This is an optimization exercise on Yosys and OpenROAD, whose aim is small area, not a production implementation. Where RTL was checked, it was by simulation tests only, not by an equivalence proof against the original.

==> indigo: inputs <==
## id_stage
module id_stage (
    input  logic                 clk,
    input  logic                 reset,
    input  rv_isa_pkg::rv_inst_t inst,
    input  logic [31:0]          pc,
    input  logic                 inst_valid,
    input  logic                 stall,
    input  logic                 flush,
    input  id_ctrl_pkg::wb_req_t wb,
    output id_ctrl_pkg::id_ex_t  id_ex
);
export LEC_CHECK = 0
export CAP_MARGIN = 20
export CORE_MARGIN = 2
export CORE_UTILIZATION = 35
export PLACE_DENSITY = 0.55
export SLEW_MARGIN = 20
export SYNTH_HIERARCHICAL = 1
create_clock -name core_clock -period 3.5 [get_ports {clk}]
run.sh (not shown) runs the stock make flow with config.mk's settings and CLKGATE_MAP_FILE= SYNTH_SCRIPT=/design/flow/synth_recipe.tcl, a recipe that flattens the netlist after the stock synthesis.
==> inputs of xenon, as changes to indigo <==
- CORE_UTILIZATION: 35 -> 65
- PLACE_DENSITY: 0.55 -> 0.75
==> notes <==
- indigo completed and failed the layout checks on setup timing. xenon completed, yet does not pass: setup timing.
- Of indigo and xenon, xenon has the higher clock skew (gap 0.017 ns).
- Die area: xenon is smaller than indigo (about 46%).
- Maximum frequency: xenon is lower than indigo (0.48%).
- Sequential cell count is the same in xenon and indigo.
- Of indigo and xenon, indigo has the higher count of clock-buffer cells in the layout (gap 16).
Function was not checked in any run of this note: the RTL went through the layout flow alone.


==> run a <==
id_stage, a different RTL version from the one above (not shown whole).
==> module id_hold_reg, before the edit <==
module id_hold_reg #(
    parameter int W = 32
) (
    input  logic         clk,
    input  logic         hold,
    input  logic         load,
    input  logic [W-1:0] d,
    output logic [W-1:0] n,
    output logic [W-1:0] q
);
    assign n = (q & {W{hold}}) | (d & {W{load}});
    always_ff @(posedge clk) begin
        q <= n;
    end
endmodule
==> module id_aoi2, before the edit <==
module id_aoi2 (
    input  logic [1:0] s,
    input  logic [1:0] d,
    output logic       y_n
);
    assign y_n = !(|(s & d));
endmodule
==> module id_rd_bit, before the edit <==
module id_rd_bit (
    input  logic [31:0] s,
    input  logic [31:0] d,
    output logic        y
);
    logic [10:0] g_n;
    for (genvar k = 0; k < 10; k = k + 1) begin : g_grp
        id_aoi3 u_aoi (.s(s[3*k+2:3*k]), .d(d[3*k+2:3*k]), .y_n(g_n[k]));
    end
    id_aoi2 u_aoi2 (.s(s[31:30]), .d(d[31:30]), .y_n(g_n[10]));
    assign y = !(&g_n);
endmodule
==> module id_reg_file, before the edit <==
module id_reg_file (
    input  logic                 clk,
    input  logic                 reset,
    input  logic [4:0]           rs1,
    input  logic [4:0]           rs2,
    input  id_ctrl_pkg::wb_req_t wb,
    input  logic                 load,      
    input  logic                 hold,      
    input  logic [31:0]          q1,        
    input  logic [31:0]          q2,        
    output logic [31:0]          n1,        
    output logic [31:0]          n2         
);
    logic [31:1][31:0] rf;      
    logic [31:1][31:0] rn;      
    logic [31:1]       wdec;    
    logic [31:1]       wsel;    
    logic [31:1]       hsel;    
    logic [31:0]       sel1;    
    logic [31:0]       sel2;
    always_comb begin
        for (integer i = 1; i < 32; i = i + 1) begin
            wdec[i]    = wb.we && (wb.rd == i[4:0]);
            wsel[i]    = reset && wdec[i];
            hsel[i]    = reset && !wdec[i];
            sel1[i-1]  = load && (rs1 == i[4:0]);
            sel2[i-1]  = load && (rs2 == i[4:0]);
        end
        sel1[31] = hold;
        sel2[31] = hold;
    end
    for (genvar i = 1; i < 32; i = i + 1) begin : g_reg
        id_hold_reg #(.W(32)) u_x (
            .clk  (clk),
            .hold (hsel[i]),
            .load (wsel[i]),
            .d    (wb.data),
            .n    (rn[i]),
            .q    (rf[i])
        );
    end
    for (genvar b = 0; b < 32; b = b + 1) begin : g_rd
        logic [31:0] d1, d2;
        always_comb begin
            for (integer i = 1; i < 32; i = i + 1) begin
                d1[i-1] = rn[i][b];
            end
            d1[31] = q1[b];
            d2 = {q2[b], d1[30:0]};
        end
        id_rd_bit u_p1 (.s(sel1), .d(d1), .y(n1[b]));
        id_rd_bit u_p2 (.s(sel2), .d(d2), .y(n2[b]));
    end
endmodule
==> module id_ex_reg, before the edit <==
module id_ex_reg (
    input  logic                  clk,
    input  logic                  load,      
    input  logic                  hold,      
    input  logic [3:0]            cls,       
    input  logic [31:7]           ibits,     
    input  logic [31:0]           pc,
    input  logic [31:0]           n1,        
    input  logic [31:0]           n2,        
    output logic [31:0]           q1,
    output logic [31:0]           q2,
    output id_ctrl_pkg::id_ex_t   id_ex
);
    logic        v_q;
    logic [3:0]  cls_q;
    logic [31:7] ib_q;
    logic [31:0] pc_q;
    id_hold_reg #(.W(1))  u_v   (.clk(clk), .hold(hold), .load(load), .d(1'b1),  .n(), .q(v_q));
    id_hold_reg #(.W(4))  u_cls (.clk(clk), .hold(hold), .load(load), .d(cls),   .n(), .q(cls_q));
    id_hold_reg #(.W(25)) u_ib  (.clk(clk), .hold(hold), .load(load), .d(ibits), .n(), .q(ib_q));
    id_hold_reg #(.W(32)) u_pc  (.clk(clk), .hold(hold), .load(load), .d(pc),    .n(), .q(pc_q));
    always_ff @(posedge clk) begin
        q1 <= n1;
        q2 <= n2;
    end
    id_ctrl_pkg::id_ctrl_t ctrl_q;
    logic [31:0]           imm_q;
    id_control u_control (
        .cls    (cls_q),
        .funct3 (ib_q[14:12]),
        .bit30  (ib_q[30]),
        .ctrl   (ctrl_q)
    );
    id_imm_gen u_imm_gen (
        .cls (cls_q),
        .i   (ib_q),
        .imm (imm_q)
    );
    always_comb begin
        id_ex.valid    = v_q;
        id_ex.ctrl     = ctrl_q;
        id_ex.pc       = pc_q;
        id_ex.rs1_data = q1;
        id_ex.rs2_data = q2;
        id_ex.imm      = imm_q;
        id_ex.rd       = ib_q[11:7];
    end
endmodule
==> flow/config.mk <==
export PLATFORM = sky130hd
export DESIGN_NAME = id_stage
export DESIGN_NICKNAME = id_stage
export VERILOG_FILES = /design/flow/design.v
export SDC_FILE = /design/flow/constraint.sdc
export NUM_CORES = 4
export LEC_CHECK = 0
export CAP_MARGIN = 20
export CORE_MARGIN = 2
export CORE_UTILIZATION = 55
export PLACE_DENSITY = 0.7
export SLEW_MARGIN = 20
export SYNTH_HIERARCHICAL = 1
==> flow/constraint.sdc <==
create_clock -name core_clock -period 3.5 [get_ports {clk}]
set_input_delay 0.7000 -clock core_clock [delete_from_list [all_inputs] [get_ports {clk}]]
set_output_delay 0.7000 -clock core_clock [all_outputs]
set_load 0.01 [all_outputs]
standard.sh (not shown) runs the stock make flow with config.mk's settings and CLKGATE_MAP_FILE= SYNTH_SCRIPT=/design/flow/synth_recipe.tcl, a recipe that flattens the netlist after the stock synthesis.
==> flow/flow/run.sh <==
#!/bin/bash
set -euo pipefail
export BUFFER_PORTS_ARGS="-buffer_cell sky130_fd_sc_hd__buf_1"
export CTS_ARGS="-sink_clustering_enable -repair_clock_nets -dont_use_dummy_load -sink_clustering_size 16 -sink_clustering_max_diameter 60 -buf_list sky130_fd_sc_hd__clkbuf_8"
bash standard.sh "BUFFER_PORTS_ARGS=$BUFFER_PORTS_ARGS" "CTS_ARGS=$CTS_ARGS" finish > flow_make.log 2>&1
==> run b: changes against run a <==
--- a/flow/design.v
+++ b/flow/design.v
@@ -283,12 +283,10 @@
     input  logic         hold,
     input  logic         load,
     input  logic [W-1:0] d,
-    output logic [W-1:0] n,
     output logic [W-1:0] q
 );
-    assign n = (q & {W{hold}}) | (d & {W{load}});
     always_ff @(posedge clk) begin
-        q <= n;
+        q <= (q & {W{hold}}) | (d & {W{load}});
     end
 endmodule
 module id_aoi3 (
@@ -298,23 +296,15 @@
 );
     assign y_n = !(|(s & d));
 endmodule
-module id_aoi2 (
-    input  logic [1:0] s,
-    input  logic [1:0] d,
-    output logic       y_n
-);
-    assign y_n = !(|(s & d));
-endmodule
 module id_rd_bit (
-    input  logic [31:0] s,
-    input  logic [31:0] d,
+    input  logic [32:0] s,
+    input  logic [32:0] d,
     output logic        y
 );
     logic [10:0] g_n;
-    for (genvar k = 0; k < 10; k = k + 1) begin : g_grp
+    for (genvar k = 0; k < 11; k = k + 1) begin : g_grp
         id_aoi3 u_aoi (.s(s[3*k+2:3*k]), .d(d[3*k+2:3*k]), .y_n(g_n[k]));
     end
-    id_aoi2 u_aoi2 (.s(s[31:30]), .d(d[31:30]), .y_n(g_n[10]));
     assign y = !(&g_n);
 endmodule
 module id_reg_file (
@@ -330,23 +320,24 @@
     output logic [31:0]          n1,        
     output logic [31:0]          n2         
 );
-    logic [31:1][31:0] rf;      
-    logic [31:1][31:0] rn;      
+    logic [31:1][31:0] rf;
     logic [31:1]       wdec;    
     logic [31:1]       wsel;    
     logic [31:1]       hsel;    
-    logic [31:0]       sel1;    
-    logic [31:0]       sel2;
+    logic [32:0]       sel1;    
+    logic [32:0]       sel2;
     always_comb begin
         for (integer i = 1; i < 32; i = i + 1) begin
             wdec[i]    = wb.we && (wb.rd == i[4:0]);
             wsel[i]    = reset && wdec[i];
             hsel[i]    = reset && !wdec[i];
-            sel1[i-1]  = load && (rs1 == i[4:0]);
-            sel2[i-1]  = load && (rs2 == i[4:0]);
+            sel1[i-1]  = load && (rs1 == i[4:0]) && !wdec[i];
+            sel2[i-1]  = load && (rs2 == i[4:0]) && !wdec[i];
         end
-        sel1[31] = hold;
-        sel2[31] = hold;
+        sel1[31] = load && wb.we && (wb.rd == rs1) && (rs1 != 5'd0);
+        sel2[31] = load && wb.we && (wb.rd == rs2) && (rs2 != 5'd0);
+        sel1[32] = hold;
+        sel2[32] = hold;
     end
     for (genvar i = 1; i < 32; i = i + 1) begin : g_reg
         id_hold_reg #(.W(32)) u_x (
@@ -354,18 +345,18 @@
             .hold (hsel[i]),
             .load (wsel[i]),
             .d    (wb.data),
-            .n    (rn[i]),
             .q    (rf[i])
         );
     end
     for (genvar b = 0; b < 32; b = b + 1) begin : g_rd
-        logic [31:0] d1, d2;
+        logic [32:0] d1, d2;
         always_comb begin
             for (integer i = 1; i < 32; i = i + 1) begin
-                d1[i-1] = rn[i][b];
+                d1[i-1] = rf[i][b];
             end
-            d1[31] = q1[b];
-            d2 = {q2[b], d1[30:0]};
+            d1[31] = wb.data[b];
+            d1[32] = q1[b];
+            d2 = {q2[b], d1[31:0]};
         end
         id_rd_bit u_p1 (.s(sel1), .d(d1), .y(n1[b]));
         id_rd_bit u_p2 (.s(sel2), .d(d2), .y(n2[b]));
@@ -392,10 +383,10 @@
     logic [3:0]  cls_q;
     logic [31:7] ib_q;
     logic [31:0] pc_q;
-    id_hold_reg #(.W(1))  u_v   (.clk(clk), .hold(hold), .load(load), .d(1'b1),  .n(), .q(v_q));
-    id_hold_reg #(.W(4))  u_cls (.clk(clk), .hold(hold), .load(load), .d(cls),   .n(), .q(cls_q));
-    id_hold_reg #(.W(25)) u_ib  (.clk(clk), .hold(hold), .load(load), .d(ibits), .n(), .q(ib_q));
-    id_hold_reg #(.W(32)) u_pc  (.clk(clk), .hold(hold), .load(load), .d(pc),    .n(), .q(pc_q));
+    id_hold_reg #(.W(1))  u_v   (.clk(clk), .hold(hold), .load(load), .d(1'b1),  .q(v_q));
+    id_hold_reg #(.W(4))  u_cls (.clk(clk), .hold(hold), .load(load), .d(cls),   .q(cls_q));
+    id_hold_reg #(.W(25)) u_ib  (.clk(clk), .hold(hold), .load(load), .d(ibits), .q(ib_q));
+    id_hold_reg #(.W(32)) u_pc  (.clk(clk), .hold(hold), .load(load), .d(pc),    .q(pc_q));
     always_ff @(posedge clk) begin
         q1 <= n1;
         q2 <= n2;
==> flow/flow/run.sh (replaced) <==
#!/bin/bash
set -euo pipefail
export BUFFER_PORTS_ARGS="-buffer_cell sky130_fd_sc_hd__buf_1"
export CTS_ARGS="-sink_clustering_enable -repair_clock_nets -dont_use_dummy_load -sink_clustering_size 30 -sink_clustering_max_diameter 100 -buf_list sky130_fd_sc_hd__clkbuf_16"
bash standard.sh "BUFFER_PORTS_ARGS=$BUFFER_PORTS_ARGS" "CTS_ARGS=$CTS_ARGS" finish > flow_make.log 2>&1
Settings changed: CORE_UTILIZATION 55 to 50, PLACE_DENSITY 0.7 to 0.65.
==> impl_metrics.env <==
export IMPL_outcome="timing/DRC/antenna clean"
export IMPL_final_clkbuf_count=87
export IMPL_critical_path_reg2reg_startpoint="u_reg_file.g_reg[1].u_x.q[16]"
export IMPL_n_fill_cell=6712
export IMPL_final_cell_area_mm2=0.0502
export IMPL_synth_simple_area_share=0.0582
export IMPL_setup_worst_path_end="id_ex[23]"
export IMPL_power_net_switching_w=0.00514
That was run a.
==> impl_metrics.env <==
export IMPL_outcome="timing/DRC/antenna clean"
export IMPL_final_clkbuf_count=46
export IMPL_n_fill_cell=7756
export IMPL_critical_path_reg2reg_startpoint="u_reg_file.g_reg[1].u_x.q[26]"
export IMPL_final_cell_area_mm2=0.0509
export IMPL_power_net_switching_w=0.00500
That was run b.

-- port drivers added, routing unchanged --
How much do the figures lean on ideal ports? The routed layouts below were timed once more, with nothing changed but the port constraints.
Step 1: set_driving_cell puts a clkbuf_16 on clk and a buf_2 on each other input, an assumption about the parent block.
Step 2 times the ports against the registers' clock, not the clock port: input delays grow and output delays shrink by t, the midpoint of the rising clock arrivals with the driver on.
a / b / c = ideal / step 1 / step 2; a / b = the first two.
run | t (ns) | setup WS [ns] | worst data-port slew with drivers (ns)
indigo | 0.811 | -0.251 / -0.328 / -0.491 | 0.12
xenon | 0.744 | -0.269 / -0.342 / -0.605 | 0.09
run a | 0.791 | 0.150 / 0.082 / -0.470 | 0.09
run b | 0.706 | 0.337 / 0.316 / -0.321 | 0.06
Met with ideal ports but missed after step 2: setup timing in run a and run b. For run b, which loses most, drivers alone change the setup slack by -0.021 ns; drivers and shift together by -0.658 ns.
